This design comes from an exercise in tuning for small area, a short achievable clock period and few clock cycles per item on the open sky130 flow, not from production work.
At most, simulation tests tie the RTL to the original design; equivalence was not proved.
Power figures rest on the tool's default switching activity, not on a simulated workload.

Setup of T:
==> flow/design.v <==
`timescale 1ns / 1ps
package rrts_pkg;
    localparam logic [1:0] ACT_LOAD    = 2'd0;
    localparam logic [1:0] ACT_TICK    = 2'd1;
    localparam logic [1:0] ACT_RESTART = 2'd2;
    localparam logic [15:0] TIME_MAX  = 16'hFFFF;
    localparam logic [7:0]  SLICE_MAX = 8'hFF;
endpackage
`timescale 1ns / 1ps
module rrts_ctrl (
    input  logic i_clk,
    input  logic i_rst_n,
    input  logic i_in_valid,
    output logic o_in_ready,
    output logic o_out_valid,
    input  logic i_out_ready,
    output logic o_acc,
    output logic o_head_en,
    output logic o_head_from_sk,
    output logic o_sk_en
);
    logic r_ov;
    logic r_rdy;
    logic head_free;
    logic sk;
    assign sk          = !r_rdy;
    assign head_free   = !r_ov || i_out_ready;
    assign o_acc       = i_in_valid && r_rdy;
    assign o_head_en   = head_free && (sk || o_acc);
    assign o_head_from_sk = sk;
    assign o_sk_en     = !head_free && o_acc;
    assign o_in_ready  = r_rdy;
    assign o_out_valid = r_ov;
    always_ff @(posedge i_clk) begin
        if (!i_rst_n) begin
            r_ov  <= 1'b0;
            r_rdy <= 1'b1;
        end else begin
            r_ov  <= head_free ? (sk || o_acc) : 1'b1;
            r_rdy <= head_free ? 1'b1 : !(sk || o_acc);
        end
    end
endmodule
`timescale 1ns / 1ps
module rrts_dp (
    input  logic        i_clk,
    input  logic        i_rst_n,
    input  logic        i_acc,
    input  logic [1:0]  i_action,
    input  logic [2:0]  i_slot,
    input  logic [7:0]  i_burst,
    input  logic [15:0] i_arrival,
    input  logic [7:0]  i_quantum,
    input  logic [3:0]  i_task_count,
    input  logic        i_head_en,
    input  logic        i_head_from_sk,
    input  logic        i_sk_en,
    output logic [2:0]  o_ran_slot,
    output logic        o_idle,
    output logic        o_completed,
    output logic [15:0] o_ctime,
    output logic        o_all_done
);
    logic [7:0]  r_rem   [0:7];
    logic [7:0]  r_burst [0:7];
    logic [15:0] r_arr   [0:7];
    logic [7:0]  r_ready;
    logic [7:0]  r_loaded;
    logic [15:0] r_time;
    logic [2:0]  r_ptr;
    logic [2:0]  r_run;
    logic [7:0]  r_slice;
    logic [2:0]  r_h_slot;
    logic        r_h_idle;
    logic        r_h_comp;
    logic [15:0] r_h_time;
    logic        r_h_ad;
    logic        r_s_idle;
    logic        r_s_comp;
    logic        is_load, is_tick, is_rst;
    logic [7:0]  use_m, nz, one, bnz, cand, run_oh, hi, g_hi, g_all, g, ptr_oh;
    logic [7:0]  nz_next, slot_oh;
    logic        cont, have, completed, slice_end, ge;
    logic [2:0]  p, ptr_nxt;
    logic [7:0]  slice_inc, q_eff;
    logic [15:0] time_inc, time_d;
    logic        ad_now, ad_next;
    logic        load_ready;
    assign is_load = (i_action == rrts_pkg::ACT_LOAD);
    assign is_tick = (i_action == rrts_pkg::ACT_TICK);
    assign is_rst  = (i_action == rrts_pkg::ACT_RESTART);
    always_comb begin
        for (int i = 0; i < 8; i++) begin
            use_m[i]   = (i_task_count > 4'(i));
            nz[i]      = r_loaded[i] && (r_rem[i] != 8'd0);
            one[i]     = (r_rem[i] == 8'd1);
            bnz[i]     = r_loaded[i] && (r_burst[i] != 8'd0);
            run_oh[i]  = (r_run == 3'(i));
            slot_oh[i] = (i_slot == 3'(i));
            hi[i]      = (3'(i) >= r_ptr);
        end
    end
    assign cand = r_ready & nz & use_m;
    assign cont = (r_slice != 8'd0) && ((run_oh & use_m & nz) != 8'd0);
    always_comb begin
        logic [7:0] m;
        logic       seen_hi, seen_all;
        m        = cand & hi;
        seen_hi  = 1'b0;
        seen_all = 1'b0;
        for (int i = 0; i < 8; i++) begin
            g_hi[i]  = m[i] && !seen_hi;
            g_all[i] = cand[i] && !seen_all;
            seen_hi  = seen_hi || m[i];
            seen_all = seen_all || cand[i];
        end
    end
    assign g    = cont ? run_oh : ((cand & hi) != 8'd0) ? g_hi : g_all;
    assign have = cont || (cand != 8'd0);
    always_comb begin
        p = 3'd0;
        for (int i = 0; i < 8; i++) if (g[i]) p = p | 3'(i);
    end
    assign completed = (g & one) != 8'd0;
    assign q_eff     = (i_quantum == 8'd0) ? 8'd1 : i_quantum;
    assign slice_inc = !cont ? 8'd1 : (r_slice == rrts_pkg::SLICE_MAX) ? r_slice : r_slice + 8'd1;
    assign ge        = (slice_inc >= q_eff);
    assign slice_end = completed || ge;
    assign ptr_nxt   = ((p == 3'd7) || !use_m[3'(p + 3'd1)]) ? 3'd0 : p + 3'd1;
    assign time_inc  = (r_time == rrts_pkg::TIME_MAX) ? r_time : r_time + 16'd1;
    assign time_d    = is_tick ? time_inc : is_rst ? 16'd0 : r_time;
    assign load_ready = (i_arrival <= r_time);
    always_comb begin
        for (int i = 0; i < 8; i++) begin
            if (is_tick)      nz_next[i] = nz[i] && !(g[i] && one[i]);
            else if (is_load) nz_next[i] = slot_oh[i] ? (i_burst != 8'd0) : nz[i];
            else if (is_rst)  nz_next[i] = bnz[i];
            else              nz_next[i] = nz[i];
        end
    end
    assign ad_now  = ((use_m & nz) == 8'd0);
    assign ad_next = ((use_m & nz_next) == 8'd0);
    always_ff @(posedge i_clk) begin
        if (i_acc) begin
            for (int i = 0; i < 8; i++) begin
                if (is_load && slot_oh[i]) begin
                    r_rem[i]   <= i_burst;
                    r_burst[i] <= i_burst;
                    r_arr[i]   <= i_arrival;
                    r_ready[i] <= load_ready;
                end else if (is_tick) begin
                    if (g[i]) r_rem[i] <= r_rem[i] - 8'd1;
                    if (r_arr[i] == time_inc) r_ready[i] <= 1'b1;
                end else if (is_rst) begin
                    r_rem[i]   <= r_burst[i];
                    r_ready[i] <= (r_arr[i] == 16'd0);
                end
            end
        end
    end
    always_ff @(posedge i_clk) begin
        if (!i_rst_n) begin
            r_loaded <= 8'd0;
            r_time   <= 16'd0;
            r_ptr    <= 3'd0;
            r_run    <= 3'd0;
            r_slice  <= 8'd0;
        end else if (i_acc) begin
            if (is_load) r_loaded <= r_loaded | slot_oh;
            r_time <= time_d;
            if (is_tick) begin
                if (have) begin
                    r_run   <= p;
                    r_slice <= slice_end ? 8'd0 : slice_inc;
                    if (slice_end) r_ptr <= ptr_nxt;
                end else begin
                    r_slice <= 8'd0;
                end
            end else if (is_rst) begin
                r_ptr   <= 3'd0;
                r_run   <= 3'd0;
                r_slice <= 8'd0;
            end
        end
    end
    always_ff @(posedge i_clk) begin
        if (i_head_en) begin
            if (i_head_from_sk) begin
                r_h_slot <= r_s_idle ? 3'd0 : r_run;
                r_h_idle <= r_s_idle;
                r_h_comp <= r_s_comp;
                r_h_time <= r_time;
                r_h_ad   <= ad_now;
            end else begin
                r_h_slot <= (is_tick && have) ? p : 3'd0;
                r_h_idle <= !(is_tick && have);
                r_h_comp <= is_tick && completed;
                r_h_time <= time_d;
                r_h_ad   <= ad_next;
            end
        end
        if (i_sk_en) begin
            r_s_idle <= !(is_tick && have);
            r_s_comp <= is_tick && completed;
        end
    end
    assign o_ran_slot  = r_h_slot;
    assign o_idle      = r_h_idle;
    assign o_completed = r_h_comp;
    assign o_ctime     = r_h_time;
    assign o_all_done  = r_h_ad;
endmodule
`timescale 1ns / 1ps
module round_robin_time_slice_scheduler #(
    parameter int MAX_TASKS = 8
) (
    input  logic        i_clk,
    input  logic        i_rst_n,
    input  logic        i_in_valid,
    output logic        o_in_ready,
    input  logic [1:0]  i_in_action,
    input  logic [2:0]  i_in_slot,
    input  logic [7:0]  i_in_burst,
    input  logic [15:0] i_in_arrival,
    output logic        o_out_valid,
    input  logic        i_out_ready,
    output logic [2:0]  o_out_ran_slot,
    output logic        o_out_idle,
    output logic        o_out_completed,
    output logic [15:0] o_out_completion_time,
    output logic        o_out_all_done,
    input  logic        psel,
    input  logic        penable,
    input  logic        pwrite,
    input  logic [2:0]  paddr,
    input  logic [31:0] pwdata,
    output logic [31:0] prdata,
    output logic        pready
);
    logic [7:0] r_quantum;
    logic [3:0] r_task_count;
    logic [7:0] r_prdata;
    logic       r_pready;
    logic       cfg_wr;
    logic       acc, head_en, head_from_sk, sk_en;
    assign pready = r_pready;
    assign prdata = {24'd0, r_prdata};
    assign cfg_wr = psel && penable && pwrite && r_pready;
    always_ff @(posedge i_clk) begin
        if (!i_rst_n) begin
            r_quantum    <= 8'd2;
            r_task_count <= 4'd8;
            r_pready     <= 1'b0;
        end else begin
            r_pready <= psel;
            if (cfg_wr) begin
                if (paddr[2]) r_task_count <= pwdata[3:0];
                else          r_quantum    <= pwdata[7:0];
            end
        end
    end
    always_ff @(posedge i_clk) begin
        r_prdata <= paddr[2] ? {4'd0, r_task_count} : r_quantum;
    end
    rrts_ctrl u_ctrl (
        .i_clk          (i_clk),
        .i_rst_n        (i_rst_n),
        .i_in_valid     (i_in_valid),
        .o_in_ready     (o_in_ready),
        .o_out_valid    (o_out_valid),
        .i_out_ready    (i_out_ready),
        .o_acc          (acc),
        .o_head_en      (head_en),
        .o_head_from_sk (head_from_sk),
        .o_sk_en        (sk_en)
    );
    rrts_dp u_dp (
        .i_clk          (i_clk),
        .i_rst_n        (i_rst_n),
        .i_acc          (acc),
        .i_action       (i_in_action),
        .i_slot         (i_in_slot),
        .i_burst        (i_in_burst),
        .i_arrival      (i_in_arrival),
        .i_quantum      (r_quantum),
        .i_task_count   (r_task_count),
        .i_head_en      (head_en),
        .i_head_from_sk (head_from_sk),
        .i_sk_en        (sk_en),
        .o_ran_slot     (o_out_ran_slot),
        .o_idle         (o_out_idle),
        .o_completed    (o_out_completed),
        .o_ctime        (o_out_completion_time),
        .o_all_done     (o_out_all_done)
    );
endmodule
Settings: LEC_CHECK=0, CAP_MARGIN=20, CORE_MARGIN=2, CORE_UTILIZATION=40, SLEW_MARGIN=20; clock period 10.0 ns.
run.sh (not shown) runs the stock make flow with config.mk's settings and CLKGATE_MAP_FILE= SYNTH_SCRIPT=/design/flow/synth_recipe.tcl, a recipe that flattens the netlist after the stock synthesis.
Testbench counts of T, summed over its fixed seeds: cycles 6,573, items 6,509.
Modified inputs, S compared to T
-- flow/design.v --
<<< T, line 66
    logic [15:0] r_arr   [0:7];
    logic [7:0]  r_ready;
    logic [7:0]  r_loaded;
    logic [15:0] r_time;
    logic [2:0]  r_ptr;
>>> S, line 66
    logic [15:0] r_arr   [0:7];
    logic [7:0]  r_ready;
    logic [7:0]  r_nz;
    logic [7:0]  r_bnz;
    logic [15:0] r_time;
    logic [2:0]  r_ptr;
<<< T, line 81
    logic [7:0]  use_m, nz, one, bnz, cand, run_oh, hi, g_hi, g_all, g, ptr_oh;
    logic [7:0]  nz_next, slot_oh;
    logic        cont, have, completed, slice_end, ge;
    logic [2:0]  p, ptr_nxt;
    logic [7:0]  slice_inc, q_eff;
>>> S, line 82
    logic [7:0]  use_m, nz, one, bnz, cand, run_oh, hi, g_hi, g_all, g, ptr_oh;
    logic [7:0]  nz_next, slot_oh;
    logic        cont, have, completed, slice_end, ge_c, ge_n;
    logic [7:0]  ptr_oh_nxt;
    logic [7:0]  slice_c;
    logic [2:0]  p, ptr_nxt;
    logic [7:0]  slice_inc, q_eff;
<<< T, line 93
        for (int i = 0; i < 8; i++) begin
            use_m[i]   = (i_task_count > 4'(i));
            nz[i]      = r_loaded[i] && (r_rem[i] != 8'd0);
            one[i]     = (r_rem[i] == 8'd1);
            bnz[i]     = r_loaded[i] && (r_burst[i] != 8'd0);
            run_oh[i]  = (r_run == 3'(i));
            slot_oh[i] = (i_slot == 3'(i));
>>> S, line 96
        for (int i = 0; i < 8; i++) begin
            use_m[i]   = (i_task_count > 4'(i));
            one[i]     = (r_rem[i] == 8'd1);
            run_oh[i]  = (r_run == 3'(i));
            slot_oh[i] = (i_slot == 3'(i));
<<< T, line 101
        end
    end
    assign cand = r_ready & nz & use_m;
    assign cont = (r_slice != 8'd0) && ((run_oh & use_m & nz) != 8'd0);
>>> S, line 102
        end
    end
    assign nz   = r_nz;
    assign bnz  = r_bnz;
    assign cand = r_ready & nz & use_m;
    assign cont = (r_slice != 8'd0) && ((run_oh & use_m & nz) != 8'd0);
<<< T, line 122
        for (int i = 0; i < 8; i++) if (g[i]) p = p | 3'(i);
    end
    assign completed = (g & one) != 8'd0;
    assign q_eff     = (i_quantum == 8'd0) ? 8'd1 : i_quantum;
    assign slice_inc = !cont ? 8'd1 : (r_slice == rrts_pkg::SLICE_MAX) ? r_slice : r_slice + 8'd1;
    assign ge        = (slice_inc >= q_eff);
    assign slice_end = completed || ge;
    assign ptr_nxt   = ((p == 3'd7) || !use_m[3'(p + 3'd1)]) ? 3'd0 : p + 3'd1;
    assign time_inc  = (r_time == rrts_pkg::TIME_MAX) ? r_time : r_time + 16'd1;
    assign time_d    = is_tick ? time_inc : is_rst ? 16'd0 : r_time;
>>> S, line 125
        for (int i = 0; i < 8; i++) if (g[i]) p = p | 3'(i);
    end
    assign q_eff     = (i_quantum == 8'd0) ? 8'd1 : i_quantum;
    assign slice_c   = (r_slice == rrts_pkg::SLICE_MAX) ? r_slice : r_slice + 8'd1;
    assign ge_c      = (slice_c >= q_eff);
    assign ge_n      = (q_eff == 8'd1);
    assign slice_inc = cont ? slice_c : 8'd1;
    assign completed = (g & one) != 8'd0;
    assign slice_end = completed || (cont ? ge_c : ge_n);
    assign ptr_oh_nxt = {g[6:0], 1'b0} & use_m;
    always_comb begin
        ptr_nxt = 3'd0;
        for (int i = 0; i < 8; i++) if (ptr_oh_nxt[i]) ptr_nxt = ptr_nxt | 3'(i);
    end
    assign time_inc  = (r_time == rrts_pkg::TIME_MAX) ? r_time : r_time + 16'd1;
    assign time_d    = is_tick ? time_inc : is_rst ? 16'd0 : r_time;
<<< T, line 161
    always_ff @(posedge i_clk) begin
        if (!i_rst_n) begin
            r_loaded <= 8'd0;
            r_time   <= 16'd0;
            r_ptr    <= 3'd0;
>>> S, line 170
    always_ff @(posedge i_clk) begin
        if (!i_rst_n) begin
            r_nz     <= 8'd0;
            r_bnz    <= 8'd0;
            r_time   <= 16'd0;
            r_ptr    <= 3'd0;
<<< T, line 167
            r_slice  <= 8'd0;
        end else if (i_acc) begin
            if (is_load) r_loaded <= r_loaded | slot_oh;
            r_time <= time_d;
            if (is_tick) begin
>>> S, line 177
            r_slice  <= 8'd0;
        end else if (i_acc) begin
            r_nz <= nz_next;
            if (is_load) begin
                for (int i = 0; i < 8; i++) if (slot_oh[i]) r_bnz[i] <= (i_burst != 8'd0);
            end
            r_time <= time_d;
            if (is_tick) begin
### Flow results
Between S and T, it is S whose minimum clock period is lower, by 0.17 ns.
Taking T as the reference, in S final worst-path cycle share moved down; final clock skew decreased 0.034 ns; initial core utilization stayed essentially flat; path depth of the worst reg2reg path saw a decrease.
Sequential power (higher): S
Detailed placement HPWL: S vs T down 3.4%
Proportion of layout cells with a drive suffix above 1 in S vs T: up 0.40 points
Re global-route usage over all layers: S is 0.39 points down on T.
S against T: final weighted congestion of routability-driven global placement shows no meaningful change, final wirelength up about 3.3%, total net switching power went up about 2%, worst hold slack saw a decrease, total power went down about 1.4%.
Only the layout flow was run in S; the RTL was not checked for function there.

[re-timing with driven ports]
How much do the figures lean on ideal ports? The routed layouts below were timed once more, with nothing changed but the port constraints. Step 1 sets driving cells, clkbuf_16 on the clock port and buf_2 on the other inputs (assumed; they add their load-dependent delay and slew). Step 2 times the ports against the registers' clock, not the clock port: input delays grow and output delays shrink by t, the midpoint of the rising clock arrivals with the driver on. a / b / c = ideal / step 1 / step 2; a / b = the first two.
| run | t, ns | setup WS [ns] | worst setup path after step 2 | worst data-port slew with drivers (ns) |
|---|---|---|---|---|
| T | 0.627 | 4.390 / 4.390 / 3.879 | input to register | 0.07 |
| S | 0.609 | 4.559 / 4.570 / 3.960 | input to register | 0.08 |
After both steps setup and hold are still met in every run listed. The setup slack of S, which loses most, moves by +0.011 ns with the drivers and by -0.599 ns with both steps.
